Source: an optimization exercise on an open RTL-to-GDS flow (aim: small area, a short achievable clock period and few clock cycles per item). Production flows keep margins and buffers that such runs may drop. Only simulation tests tie the RTL to the original design; equivalence was not proved.

==> flow/design.v (excerpt) <==
module ldpc_decoder_top #(
    parameter int NUM_ITER_MAX = 10
) (
    input  logic               clk,
    input  logic               rst_n,
    input  logic               in_req,
    input  logic [1:0]         in_col,
    input  ldpc_pkg::llr_vec_t in_llr,
    input  ldpc_pkg::iter_t    max_iter,
    output logic               in_ack,
    input  logic               out_ack,
    output logic               out_req,
    output logic [31:0]        decoded,
    output ldpc_pkg::iter_t    iterations_used,
    output logic               decode_success,
    output logic [15:0]        cycle_count
);
Size: ~12000 cells after synthesis, ~1600 flip-flops, about 110 I/O pins, about 0.089 sq mm of cells after synthesis.
==> module decode_ctrl, before the edit <==
module decode_ctrl #(
    parameter int NUM_ITER_MAX = 10
) (
    input  logic         clk,
    input  logic         rst_n,
    input  logic         in_req,
    input  logic [1:0]   in_col,
    input  logic [47:0]  in_llr,
    input  logic [3:0]   max_iter,
    input  logic         out_ack,
    input  logic         syndrome_zero,
    input  logic [31:0]  hard_bits,
    output logic         in_ack,
    output logic         slot_free,    
    output logic [191:0] ld,
    output logic         out_req,
    output logic [31:0]  decoded,
    output logic [3:0]   iterations_used,
    output logic         decode_success,
    output logic [15:0]  cycle_count
);
    logic [191:0] fbuf;
    logic [191:0] fbuf_d;
    logic [3:0]   flim;
    logic [3:0]   flim_d;
    logic [53:0]  head;          
    logic         head_v;
    logic [2:0]   fcnt;          
    logic         acc;
    logic         pop;
    logic         frame_avail;
    logic         start;
    assign acc         = in_req && !in_ack && (!head_v || pop);
    assign pop         = head_v && !fcnt[2];
    assign frame_avail = fcnt[2] || (fcnt == 3'd3 && pop);
    always_comb begin
        fbuf_d = fbuf;
        for (int c = 0; c < 4; c++)
            if (pop && head[49:48] == 2'(c))
                fbuf_d[48*c +: 48] = head[47:0];
        flim_d = flim;
        if (pop && head[49:48] == 2'd0)
            flim_d = (head[53:50] > 4'(NUM_ITER_MAX)) ? 4'(NUM_ITER_MAX) : head[53:50];
    end
    always_ff @(posedge clk) begin
        fbuf <= fbuf_d;
        flim <= flim_d;
        if (acc) head <= {max_iter, in_col, in_llr};
    end
    always_comb begin
        for (int j = 0; j < 4; j++) begin
            for (int p = 0; p < 8; p++) begin
                logic [5:0] x;
                x = fbuf_d[(j*8 + ((p + j) % 8))*6 +: 6];
                ld[(j*8 + p)*6 +: 6] = {x[5], x[4:1], x[0] | (x[5] & ~|x[4:0])};
            end
        end
    end
    logic       a_v, a_row;
    logic [3:0] a_k, a_lim;
    logic [1:0] a_tag;
    logic       p_v, p_row, p_last;
    logic [3:0] p_k, p_lim;
    logic [1:0] p_tag;
    logic       c_v, c_last;
    logic [3:0] c_k;
    logic [1:0] c_tag;
    logic       fin, kill;
    logic [2:0] seq;            
    logic [2:0] optr;           
    logic [2:0] inflight;       
    logic [3:0] r_valid;
    logic       out_done;
    assign fin      = c_v && (syndrome_zero || c_last);
    assign kill     = fin && !c_last;        
    assign inflight = seq - optr;
    assign slot_free = !p_v || p_last;
    assign start    = slot_free && frame_avail && !inflight[2];
    assign out_done = out_req && out_ack;
    always_ff @(posedge clk or negedge rst_n) begin
        if (!rst_n) begin
            in_ack   <= 1'b0;
            head_v   <= 1'b0;
            fcnt     <= '0;
            a_v      <= 1'b0;
            p_v      <= 1'b0;
            c_v      <= 1'b0;
            seq      <= '0;
            optr     <= '0;
            r_valid  <= '0;
            out_req  <= 1'b0;
        end else begin
            in_ack <= in_ack ? in_req : acc;
            head_v <= acc || (head_v && !pop);
            fcnt <= start ? 3'd0 : fcnt + 3'(pop);
            p_v <= a_v && !kill;
            a_v <= (p_v && !p_last) || start;
            c_v <= p_v && p_row;
            if (start) seq <= seq + 1'b1;
            if (fin) r_valid[c_tag] <= 1'b1;
            if (out_done) optr <= optr + 1'b1;
            if (out_req) begin
                if (out_ack) begin
                    out_req         <= 1'b0;
                    r_valid[optr[1:0]] <= 1'b0;
                end
            end else if (r_valid[optr[1:0]] && !out_ack) begin
                out_req <= 1'b1;
            end
        end
    end
    always_ff @(posedge clk) begin
        p_row   <= a_row;
        p_last  <= a_row && (a_k + 1'b1 >= a_lim);
        p_k     <= a_k;
        p_lim   <= a_lim;
        p_tag   <= a_tag;
        c_last  <= p_last;
        c_k     <= p_k + 1'b1;
        c_tag   <= p_tag;
        if (slot_free) begin
            a_row   <= 1'b0;
            a_k     <= '0;
            a_lim   <= flim_d;
            a_tag   <= seq[1:0];
        end else begin
            a_row   <= !p_row;
            a_k     <= p_k + 4'(p_row);
            a_lim   <= p_lim;
            a_tag   <= p_tag;
        end
    end
    logic [3:0][31:0] r_dec;
    logic [3:0][3:0]  r_it;
    logic [3:0]       r_ok;
    always_ff @(posedge clk) begin
        for (int t = 0; t < 4; t++) begin
            if (fin && c_tag == 2'(t)) begin
                r_dec[t] <= hard_bits;
                r_it[t]  <= c_k;
                r_ok[t]  <= syndrome_zero;
            end
        end
    end
    always_ff @(posedge clk) begin
        decoded         <= r_dec[optr[1:0]];
        iterations_used <= r_it[optr[1:0]];
        decode_success  <= r_ok[optr[1:0]];
        cycle_count     <= {12'd0, r_it[optr[1:0]]} + {10'd0, r_it[optr[1:0]], 2'b00};
    end
endmodule
export LEC_CHECK = 0
export ABC_AREA = 1
export CAP_MARGIN = 20
export CORE_MARGIN = 2
export CORE_UTILIZATION = 65
export CTS_CLUSTER_DIAMETER = 100
export CTS_CLUSTER_SIZE = 25
export SLEW_MARGIN = 20
create_clock -name core_clock -period 15.0 [get_ports {clk}]
standard.sh (not shown) runs the stock make flow with config.mk's settings and CLKGATE_MAP_FILE= SYNTH_SCRIPT=/design/flow/synth_recipe.tcl, a recipe that flattens the netlist after the stock synthesis.
==> flow/flow/run.sh <==
#!/bin/bash
# Layout flow: the standard flow, with the port buffers made of
# sky130_fd_sc_hd__buf_4 instead of the default (slower) delay buffer,
# and timing repair asked to aim well below the clock period (the
# constraints themselves are unchanged).
set -euo pipefail
export BUFFER_PORTS_ARGS="-buffer_cell sky130_fd_sc_hd__buf_4"
export SETUP_SLACK_MARGIN=10.8
bash standard.sh > standard_flow.log 2>&1
Testbench counts at the start, summed over its fixed seeds: cycles 13,186, frames 1,200.
Rerun with:
--- a/flow/design.v
+++ b/flow/design.v
@@ -45,5 +45,7 @@
     logic         frame_avail;
     logic         start;
-    assign acc         = in_req && !in_ack && (!head_v || pop);
+    logic         ack_i;
+    logic         oreq_i;
+    assign acc         = in_req && !ack_i && (!head_v || pop);
     assign pop         = head_v && !fcnt[2];
     assign frame_avail = fcnt[2] || (fcnt == 3'd3 && pop);
@@ -91,8 +93,9 @@
     assign slot_free = !p_v || p_last;
     assign start    = slot_free && frame_avail && !inflight[2];
-    assign out_done = out_req && out_ack;
+    assign out_done = oreq_i && out_ack;
     always_ff @(posedge clk or negedge rst_n) begin
         if (!rst_n) begin
             in_ack   <= 1'b0;
+            ack_i    <= 1'b0;
             head_v   <= 1'b0;
             fcnt     <= '0;
@@ -104,6 +107,8 @@
             r_valid  <= '0;
             out_req  <= 1'b0;
+            oreq_i   <= 1'b0;
         end else begin
-            in_ack <= in_ack ? in_req : acc;
+            ack_i  <= ack_i ? in_req : acc;
+            in_ack <= in_req && (ack_i || !head_v || pop);
             head_v <= acc || (head_v && !pop);
             fcnt <= start ? 3'd0 : fcnt + 3'(pop);
@@ -114,12 +119,13 @@
             if (fin) r_valid[c_tag] <= 1'b1;
             if (out_done) optr <= optr + 1'b1;
-            if (out_req) begin
+            if (oreq_i) begin
                 if (out_ack) begin
-                    out_req         <= 1'b0;
+                    oreq_i             <= 1'b0;
                     r_valid[optr[1:0]] <= 1'b0;
                 end
             end else if (r_valid[optr[1:0]] && !out_ack) begin
-                out_req <= 1'b1;
+                oreq_i <= 1'b1;
             end
+            out_req <= !out_ack && (oreq_i || r_valid[optr[1:0]]);
         end
     end
- global-route usage fell by 0.70 points
- non-clock buffer count drops by 6
- final area hardly moves
- clock skew fell by 0.013 ns
- utilization drops by 0.51 points
Testbench counts after the change, summed over its fixed seeds: cycles 13,186, frames 1,200.

[separate check: timing with driven ports]
The results above use ideal ports. As a check the final layouts listed here were re-extracted and re-timed, cells and wires unchanged.
Step 1, drivers: a clkbuf_16 drives clk and a buf_2 each remaining input, both assumed.
Step 2 moves the port delays by t, midway between the first and last clock arrival at a register: inputs arrive t later, outputs are due t later. That takes back most of the time a late clock gives input paths.
Three values: ideal ports, drivers, drivers and shift; two values: the first two.
| run | t (ns) | setup slack, ns | worst register clock-pin slew, ns | worst data-port slew with drivers (ns) |
|---|---|---|---|---|
| the first run | 0.806 | 10.717 / 10.634 / 10.407 | 0.11 / 0.11 | 0.08 |
| the second run | 0.790 | 10.768 / 10.685 / 10.440 | 0.11 / 0.11 | 0.13 |
After both steps setup and hold are still met in every run listed. For the second run, which loses most, drivers alone change the setup slack by -0.083 ns; drivers and shift together by -0.328 ns.
